Background: an optimization exercise with open tools, aiming at small area. Do not read the settings as production practice. Function was checked by simulation only, so behaviour that the tests miss may differ from the original. No driver is modelled on the clock port, so clock power and skew are understated where the tree is cut down; a real chip needs a root buffer or a tree. No activity file was given, so power comes from the tool's default toggle rates.

==> flow/design.v (excerpt) <==
module l1_trigger_top (
    input  logic        aclk,
    input  logic        rst_n_i,
    input  logic [19:0] samples_i,
    input  logic        s_axil_awvalid,
    input  logic [7:0]  s_axil_awaddr,
    input  logic        s_axil_wvalid,
    input  logic [31:0] s_axil_wdata,
    input  logic [3:0]  s_axil_wstrb,
    input  logic        s_axil_bready,
    input  logic        s_axil_arvalid,
    input  logic [7:0]  s_axil_araddr,
    input  logic        s_axil_rready,
    output logic        s_axil_awready,
    output logic        s_axil_wready,
    output logic        s_axil_bvalid,
    output logic [1:0]  s_axil_bresp,
    output logic        s_axil_arready,
    output logic        s_axil_rvalid,
    output logic [31:0] s_axil_rdata,
    output logic [1:0]  s_axil_rresp,
    output logic [1:0]  trigger_o
);
For scale: about 0.0075 mm^2 of cells after synthesis.
==> flow/config.mk <==
export PLATFORM = sky130hd
export DESIGN_NAME = l1_trigger_top
export DESIGN_NICKNAME = l1_trigger_top
export VERILOG_FILES = /design/flow/design.v
export SDC_FILE = /design/flow/constraint.sdc
export NUM_CORES = 4
export LEC_CHECK = 0
export CAP_MARGIN = 20
export CORE_MARGIN = 2
export CORE_UTILIZATION = 80
export PLACE_DENSITY = 0.88
export SLEW_MARGIN = 20
==> flow/constraint.sdc <==
create_clock -name core_clock -period 5.0 [get_ports {aclk}]
set_input_delay 1.0000 -clock core_clock [delete_from_list [all_inputs] [get_ports {aclk}]]
set_output_delay 1.0000 -clock core_clock [all_outputs]
set_load 0.01 [all_outputs]
standard.sh (not shown) runs the stock make flow with config.mk's settings and CLKGATE_MAP_FILE= SYNTH_SCRIPT=/design/flow/synth_recipe.tcl, a recipe that flattens the netlist after the stock synthesis.
==> flow/flow/run.sh <==
#!/bin/bash
# The standard synthesis and layout (standard.sh), with these changes:
#  - the port buffers are buf_1 cells instead of the resizer's default pick,
#  - the clock tree is built by mytree.tcl in place of clock_tree_synthesis:
#    the clock port drives one clkbuf_8, which drives clkbuf_8 leaves, each
#    leaf driving one cluster of about 15 neighbouring flip-flops,
#  - the buffers ABC adds in synthesis are removed at floorplan (the
#    resizer's repair buffers again where it needs to),
#  - after the standard synthesis, invopt.py removes the inverter pairs that
#    Yosys's full-adder extraction leaves around the adders. Registers are
#    untouched; the result is checked against the synthesized netlist with a
#    combinational equivalence proof (flip-flops cut), and dropped if the
#    proof fails.
# Each tool's output goes to its own log in this folder.
set -euo pipefail
export BUFFER_PORTS_ARGS="-buffer_cell sky130_fd_sc_hd__buf_1"
export REMOVE_ABC_BUFFERS=1
YOSYS="${YOSYS_EXE:-$FLOW_HOME/../tools/install/yosys/bin/yosys}"
R=orfs/results/${FLOW_PLATFORM}/l1_trigger_top/base

bash standard.sh synth > synth.log 2>&1

cp "$R/1_2_yosys.v" synth_netlist.v
if python3 flow/invopt.py synth_netlist.v invopt.v > invopt.log 2>&1 &&
   python3 flow/cut_ffs.py synth_netlist.v eq_a.v >> invopt.log 2>&1 &&
   python3 flow/cut_ffs.py invopt.v eq_b.v >> invopt.log 2>&1; then
  cat > eq.ys <<EOT
read_liberty -ignore_miss_func $FLOW_HOME/platforms/sky130hd/lib/sky130_fd_sc_hd__tt_025C_1v80.lib
read_verilog eq_a.v
rename $FLOW_TOP gold
read_verilog eq_b.v
rename $FLOW_TOP gate
proc
flatten
miter -equiv -flatten -make_assert gold gate miter
hierarchy -top miter
sat -verify -prove-asserts miter
EOT
  if "$YOSYS" -s eq.ys > eq.log 2>&1; then
    echo "invopt netlist proven equivalent; using it" >> invopt.log
    cp invopt.v "$R/1_2_yosys.v"
    rm -f "$R/1_synth.odb" "$R/1_synth.sdc"
  else
    echo "equivalence proof failed; keeping the synthesized netlist" >> invopt.log
  fi
fi

# Layout: ORFS's scripts, with cts.tcl's clock_tree_synthesis call replaced
rm -rf myscripts
cp -r "$FLOW_HOME/scripts" myscripts
python3 - <<'PY'
p = "myscripts/cts.tcl"
s = open(p).read()
old = "log_cmd clock_tree_synthesis {*}$cts_args"
assert s.count(old) == 1
s = s.replace(old, "source $::env(MYTREE_TCL)\n"
              "mytree_build sky130_fd_sc_hd__clkbuf_8 sky130_fd_sc_hd__clkbuf_8 15\n"
              "set_propagated_clock [all_clocks]")
open(p, "w").write(s)
PY
export MYTREE_TCL="$PWD/flow/mytree.tcl"
SCRIPTS_DIR="$PWD/myscripts" bash standard.sh > flow.log 2>&1
Other scripts of this flow, unchanged in this note and not shown: flow/flow/cut_ffs.py, flow/flow/invopt.py, flow/flow/mytree.tcl
Next try:
--- a/flow/flow/run.sh
+++ b/flow/flow/run.sh
@@ -6,0 +7 @@
+#  - one tie cell drives all constant outputs (no tie fanout repair),
@@ -17,0 +19 @@
+export SKIP_REPAIR_TIE_FANOUT=1
CORE_UTILIZATION = 86   (was 80)
PLACE_DENSITY = 0.92   (was 0.88)
Outcome: The changed run went through all stages and came out clean. Total power came out lower by 1.7%. Final area came out lower by 1.0%. Synthesized area does not change. Utilization came out higher by 4.8 points. Critical path depth is unchanged. Combinational power came out lower by about 4%. Hold slack gets better by 0.047 ns. Wire length came out higher by 19%. Setup slack gets better by 0.24 ns. Sequential share of layout area came out higher by 0.48 points. Die area came out lower by 6.7%.
Next try:
CORE_UTILIZATION = 80   (was 86)
PLACE_DENSITY = 0.88   (was 0.92)
- routed wire length drops by 19%
- clock skew drops by 0.0083 ns
- cell area is about the same
- synthesized area does not change
- worst setup slack improved by 0.0051 ns
- via count drops by 8.1%
- maximum frequency barely changes
- power drops by 6.6%
- global-route usage drops by 7.1 points
- critical path depth climbs by 1
Next try:
--- a/flow/flow/run.sh
+++ b/flow/flow/run.sh
@@ -14 +14,3 @@
-#    proof fails.
+#    proof fails,
+#  - then the logic between registers and adder cells is mapped again by
+#    ABC for area (remap.ys.in, remap.abc), checked the same way.
@@ -26,3 +28,7 @@
-if python3 flow/invopt.py synth_netlist.v invopt.v > invopt.log 2>&1 &&
-   python3 flow/cut_ffs.py synth_netlist.v eq_a.v >> invopt.log 2>&1 &&
-   python3 flow/cut_ffs.py invopt.v eq_b.v >> invopt.log 2>&1; then
+LIB="$FLOW_HOME/platforms/sky130hd/lib/sky130_fd_sc_hd__tt_025C_1v80.lib"
+
+# Combinational equivalence of a netlist with the synthesized one (flip-flops
+# cut into ports); 0 when proven
+equiv() {
+  python3 flow/cut_ffs.py synth_netlist.v eq_a.v >> "$2" 2>&1 &&
+  python3 flow/cut_ffs.py "$1" eq_b.v >> "$2" 2>&1 || return 1
@@ -30 +36 @@
-read_liberty -ignore_miss_func $FLOW_HOME/platforms/sky130hd/lib/sky130_fd_sc_hd__tt_025C_1v80.lib
+read_liberty -ignore_miss_func $LIB
@@ -41,7 +47,26 @@
-  if "$YOSYS" -s eq.ys > eq.log 2>&1; then
-    echo "invopt netlist proven equivalent; using it" >> invopt.log
-    cp invopt.v "$R/1_2_yosys.v"
-    rm -f "$R/1_synth.odb" "$R/1_synth.sdc"
-  else
-    echo "equivalence proof failed; keeping the synthesized netlist" >> invopt.log
-  fi
+  "$YOSYS" -s eq.ys >> "$2" 2>&1
+}
+
+best=synth_netlist.v
+# 1. inverter clean-up around the full adders
+if python3 flow/invopt.py synth_netlist.v invopt.v > invopt.log 2>&1 &&
+   equiv invopt.v invopt.log; then
+  echo "invopt netlist proven equivalent; using it" >> invopt.log
+  best=invopt.v
+else
+  echo "invopt not used" >> invopt.log
+fi
+# 2. area-oriented remap of the logic between the registers and adder cells
+DONTUSE=$(grep -o 'cell *( *"sky130_fd_sc_hd__\(lpflow\|probe\)[a-z0-9_]*' "$LIB" | sed 's/.*"/-dont_use /' | tr '\n' ' ')
+sed -e "s#@LIB@#$LIB#g" -e "s#@IN@#$best#" -e "s#@TOP@#$FLOW_TOP#" \
+    -e "s#@SCRIPT@#$PWD/flow/remap.abc#" -e "s#@DONTUSE@#$DONTUSE#" -e "s#@OUT@#remap.v#" \
+    flow/remap.ys.in > remap.ys
+if "$YOSYS" -s remap.ys > remap.log 2>&1 && equiv remap.v remap.log; then
+  echo "remap netlist proven equivalent; using it" >> remap.log
+  best=remap.v
+else
+  echo "remap not used" >> remap.log
+fi
+if [[ "$best" != synth_netlist.v ]]; then
+  cp "$best" "$R/1_2_yosys.v"
+  rm -f "$R/1_synth.odb" "$R/1_synth.sdc"
==> flow/flow/remap.abc (new file) <==
&get -n
&st
&dch -f
&nf -a
&put
==> flow/flow/remap.ys.in (new file) <==
read_liberty -ignore_miss_func @LIB@
read_verilog @IN@
hierarchy -top @TOP@
blackbox sky130_fd_sc_hd__dfxtp_1 sky130_fd_sc_hd__edfxtp_1 sky130_fd_sc_hd__fa_1 sky130_fd_sc_hd__conb_1
flatten
opt -fast
abc -liberty @LIB@ -script @SCRIPT@ @DONTUSE@
opt_clean -purge
splitnets
opt_clean -purge
insbuf -buf sky130_fd_sc_hd__buf_4 A X
opt_clean -purge
tee -o remap_stat.txt stat -liberty @LIB@
write_verilog -noexpr -nohex -nodec -noattr @OUT@
Maximum frequency fell by 3.1%.
Combinational power went down by about 7%.
Sequential share of layout area came out higher by 1.7 points.
Die area shrinks by 4.9%.
Worst setup slack degrades by 0.15 ns.
Next try:
--- a/flow/flow/run.sh
+++ b/flow/flow/run.sh
@@ -15,2 +15,3 @@
-#  - then the logic between registers and adder cells is mapped again by
-#    ABC for area (remap.ys.in, remap.abc), checked the same way.
+#  - then all logic but the registers, the full-adder cells and the tie cell
+#    is mapped again by ABC for area (remap.ys.in, remap.abc: two rounds of
+#    choice computation and area-oriented mapping), checked the same way.
@@ -59 +60 @@
-# 2. area-oriented remap of the logic between the registers and adder cells
+# 2. area-oriented remap of the logic around the registers and full adders
==> flow/flow/remap.abc (replaced) <==
&get -n
&st
&dch -f
&nf -a
&put
&get -n
&st
&dch -f
&nf -a
&put
Result: Worst hold slack loses 0.013 ns. Wire length goes up by 0.68%. Final area goes down by 0.72%. Power drops by about 10%. Area after synthesis goes down by about 0.6%.
No run of this note takes its clock network from TritonCTS; it comes from the design's own scripts or RTL.

========
Starting RTL as in the previous note.
export LEC_CHECK = 0
export CAP_MARGIN = 20
export CORE_MARGIN = 2
export CORE_UTILIZATION = 80
export GPL_TIMING_DRIVEN = 0
export PLACE_DENSITY = 0.88
export SLEW_MARGIN = 20
create_clock -name core_clock -period 5.0 [get_ports {aclk}]
==> flow/flow/run.sh <==
#!/bin/bash
# The standard synthesis and layout (standard.sh), with these changes:
#  - the port buffers are buf_1 cells instead of the resizer's default pick,
#  - the clock tree is built by mytree.tcl in place of clock_tree_synthesis:
#    the clock port drives one clkbuf_8, which drives clkbuf_8 leaves, each
#    leaf driving one cluster of about 18 neighbouring flip-flops,
#  - one tie cell drives all constant outputs (no tie fanout repair),
#  - the buffers ABC adds in synthesis are removed at floorplan (the
#    resizer's repair buffers again where it needs to),
#  - after the standard synthesis, invopt.py removes the inverter pairs that
#    Yosys's full-adder extraction leaves around the adders. Registers are
#    untouched; the result is checked against the synthesized netlist with a
#    combinational equivalence proof (flip-flops cut), and dropped if the
#    proof fails,
#  - then all logic but the registers, the full-adder cells and the tie cell
#    is mapped again by ABC for area (remap.ys.in, remap.abc: two rounds of
#    choice computation and area-oriented mapping), checked the same way.
# Each tool's output goes to its own log in this folder.
set -euo pipefail
export BUFFER_PORTS_ARGS="-buffer_cell sky130_fd_sc_hd__buf_1"
export REMOVE_ABC_BUFFERS=1
export SKIP_REPAIR_TIE_FANOUT=1
YOSYS="${YOSYS_EXE:-$FLOW_HOME/../tools/install/yosys/bin/yosys}"
R=orfs/results/${FLOW_PLATFORM}/l1_trigger_top/base

bash standard.sh synth > synth.log 2>&1

cp "$R/1_2_yosys.v" synth_netlist.v
LIB="$FLOW_HOME/platforms/sky130hd/lib/sky130_fd_sc_hd__tt_025C_1v80.lib"

# Combinational equivalence of a netlist with the synthesized one (flip-flops
# cut into ports); 0 when proven
equiv() {
  python3 flow/cut_ffs.py synth_netlist.v eq_a.v >> "$2" 2>&1 &&
  python3 flow/cut_ffs.py "$1" eq_b.v >> "$2" 2>&1 || return 1
  cat > eq.ys <<EOT
read_liberty -ignore_miss_func $LIB
read_verilog eq_a.v
rename $FLOW_TOP gold
read_verilog eq_b.v
rename $FLOW_TOP gate
proc
flatten
miter -equiv -flatten -make_assert gold gate miter
hierarchy -top miter
sat -verify -prove-asserts miter
EOT
  "$YOSYS" -s eq.ys >> "$2" 2>&1
}

best=synth_netlist.v
# 1. inverter clean-up around the full adders
if python3 flow/invopt.py synth_netlist.v invopt.v > invopt.log 2>&1 &&
   equiv invopt.v invopt.log; then
  echo "invopt netlist proven equivalent; using it" >> invopt.log
  best=invopt.v
else
  echo "invopt not used" >> invopt.log
fi
# 2. area-oriented remap of the logic around the registers and full adders
DONTUSE=$(grep -o 'cell *( *"sky130_fd_sc_hd__\(lpflow\|probe\)[a-z0-9_]*' "$LIB" | sed 's/.*"/-dont_use /' | tr '\n' ' ')
sed -e "s#@LIB@#$LIB#g" -e "s#@IN@#$best#" -e "s#@TOP@#$FLOW_TOP#" \
    -e "s#@SCRIPT@#$PWD/flow/remap.abc#" -e "s#@DONTUSE@#$DONTUSE#" -e "s#@OUT@#remap.v#" \
    flow/remap.ys.in > remap.ys
if "$YOSYS" -s remap.ys > remap.log 2>&1 && equiv remap.v remap.log; then
  echo "remap netlist proven equivalent; using it" >> remap.log
  best=remap.v
else
  echo "remap not used" >> remap.log
fi
if [[ "$best" != synth_netlist.v ]]; then
  cp "$best" "$R/1_2_yosys.v"
  rm -f "$R/1_synth.odb" "$R/1_synth.sdc"
fi

# Layout: ORFS's scripts, with cts.tcl's clock_tree_synthesis call replaced
rm -rf myscripts
cp -r "$FLOW_HOME/scripts" myscripts
python3 - <<'PY'
p = "myscripts/cts.tcl"
s = open(p).read()
old = "log_cmd clock_tree_synthesis {*}$cts_args"
assert s.count(old) == 1
s = s.replace(old, "source $::env(MYTREE_TCL)\n"
              "mytree_build sky130_fd_sc_hd__clkbuf_8 sky130_fd_sc_hd__clkbuf_8 18\n"
              "set_propagated_clock [all_clocks]")
open(p, "w").write(s)
PY
export MYTREE_TCL="$PWD/flow/mytree.tcl"
SCRIPTS_DIR="$PWD/myscripts" bash standard.sh > flow.log 2>&1
Other scripts of this flow, unchanged in this note and not shown: flow/flow/cut_ffs.py, flow/flow/invopt.py, flow/flow/mytree.tcl, flow/flow/remap.abc, flow/flow/remap.ys.in
Rerun with:
--- a/flow/flow/run.sh
+++ b/flow/flow/run.sh
@@ -4,5 +4,5 @@
 #  - the clock tree is built by mytree.tcl in place of clock_tree_synthesis:
 #    the clock port drives one clkbuf_8, which drives clkbuf_8 leaves, each
-#    leaf driving one cluster of about 18 neighbouring flip-flops,
+#    leaf driving one cluster of about 15 neighbouring flip-flops,
 #  - one tie cell drives all constant outputs (no tie fanout repair),
 #  - the buffers ABC adds in synthesis are removed at floorplan (the
@@ -13,7 +13,6 @@
 #    combinational equivalence proof (flip-flops cut), and dropped if the
 #    proof fails,
-#  - then all logic but the registers, the full-adder cells and the tie cell
-#    is mapped again by ABC for area (remap.ys.in, remap.abc: two rounds of
-#    choice computation and area-oriented mapping), checked the same way.
+#  - then the logic between registers and adder cells is mapped again by
+#    ABC for area (remap.ys.in, remap.abc), checked the same way.
 # Each tool's output goes to its own log in this folder.
 set -euo pipefail
@@ -58,5 +57,5 @@
   echo "invopt not used" >> invopt.log
 fi
-# 2. area-oriented remap of the logic around the registers and full adders
+# 2. area-oriented remap of the logic between the registers and adder cells
 DONTUSE=$(grep -o 'cell *( *"sky130_fd_sc_hd__\(lpflow\|probe\)[a-z0-9_]*' "$LIB" | sed 's/.*"/-dont_use /' | tr '\n' ' ')
 sed -e "s#@LIB@#$LIB#g" -e "s#@IN@#$best#" -e "s#@TOP@#$FLOW_TOP#" \
@@ -83,5 +82,5 @@
 assert s.count(old) == 1
 s = s.replace(old, "source $::env(MYTREE_TCL)\n"
-              "mytree_build sky130_fd_sc_hd__clkbuf_8 sky130_fd_sc_hd__clkbuf_8 18\n"
+              "mytree_build sky130_fd_sc_hd__clkbuf_8 sky130_fd_sc_hd__clkbuf_8 15\n"
               "set_propagated_clock [all_clocks]")
 open(p, "w").write(s)
- GPL_TIMING_DRIVEN: 0 -> default
After rerunning: Die area is unchanged; setup slack improves by 0.014 ns; maximum frequency is about the same; synthesized cell count is unchanged; clock power went up by 11%; synthesized area is unchanged; via count rises by 3.0%.
No run of this note takes its clock network from TritonCTS; it comes from the design's own scripts or RTL.

==> port drivers added, routing unchanged <==
The results above use ideal ports. As a check the final layouts listed here were re-extracted and re-timed, cells and wires unchanged.
Step 1 (the two cells are an assumption about what drives the block):
set clk [get_ports {aclk}]
set_driving_cell -lib_cell sky130_fd_sc_hd__clkbuf_16 $clk
set_driving_cell -lib_cell sky130_fd_sc_hd__buf_2 [delete_from_list [all_inputs] $clk]
Step 2, shift: input delay + t, output delay - t, t = (earliest + latest rising clock arrival at the registers) / 2. This alone moves slack from input paths to output paths.
Three values: ideal ports, drivers, drivers and shift; two values: the first two.
| run | t (ns) | setup WS [ns] | latest minus earliest clock arrival (ns) | pins driven straight from the clock port |
|---|---|---|---|---|
| the first run of note 1 | 0.449 | 0.141 / 0.141 / -0.076 | 0.029 / 0.029 | 1 |
| the second run of note 1 | 0.466 | 0.384 / 0.384 / 0.013 | 0.032 / 0.031 | 1 |
| the third run of note 1 | 0.456 | 0.389 / 0.389 / -0.029 | 0.024 / 0.023 | 1 |
| the fourth run of note 1 | 0.446 | 0.239 / 0.239 / 0.239 | 0.031 / 0.032 | 1 |
| the fifth run of note 1 | 0.462 | 0.260 / 0.260 / 0.260 | 0.023 / 0.024 | 1 |
| the first run of note 2 | 0.432 | 0.246 / 0.246 / -0.010 | 0.021 / 0.022 | 1 |
| the second run of note 2 | 0.462 | 0.260 / 0.260 / 0.260 | 0.023 / 0.024 | 1 |
With both steps, setup timing fails in the first run of note 1, the third run of note 1 and the first run of note 2, where it was met with ideal ports. The setup slack of the third run of note 1, which loses most, moves by 0.000 ns with the drivers and by -0.418 ns with both steps.
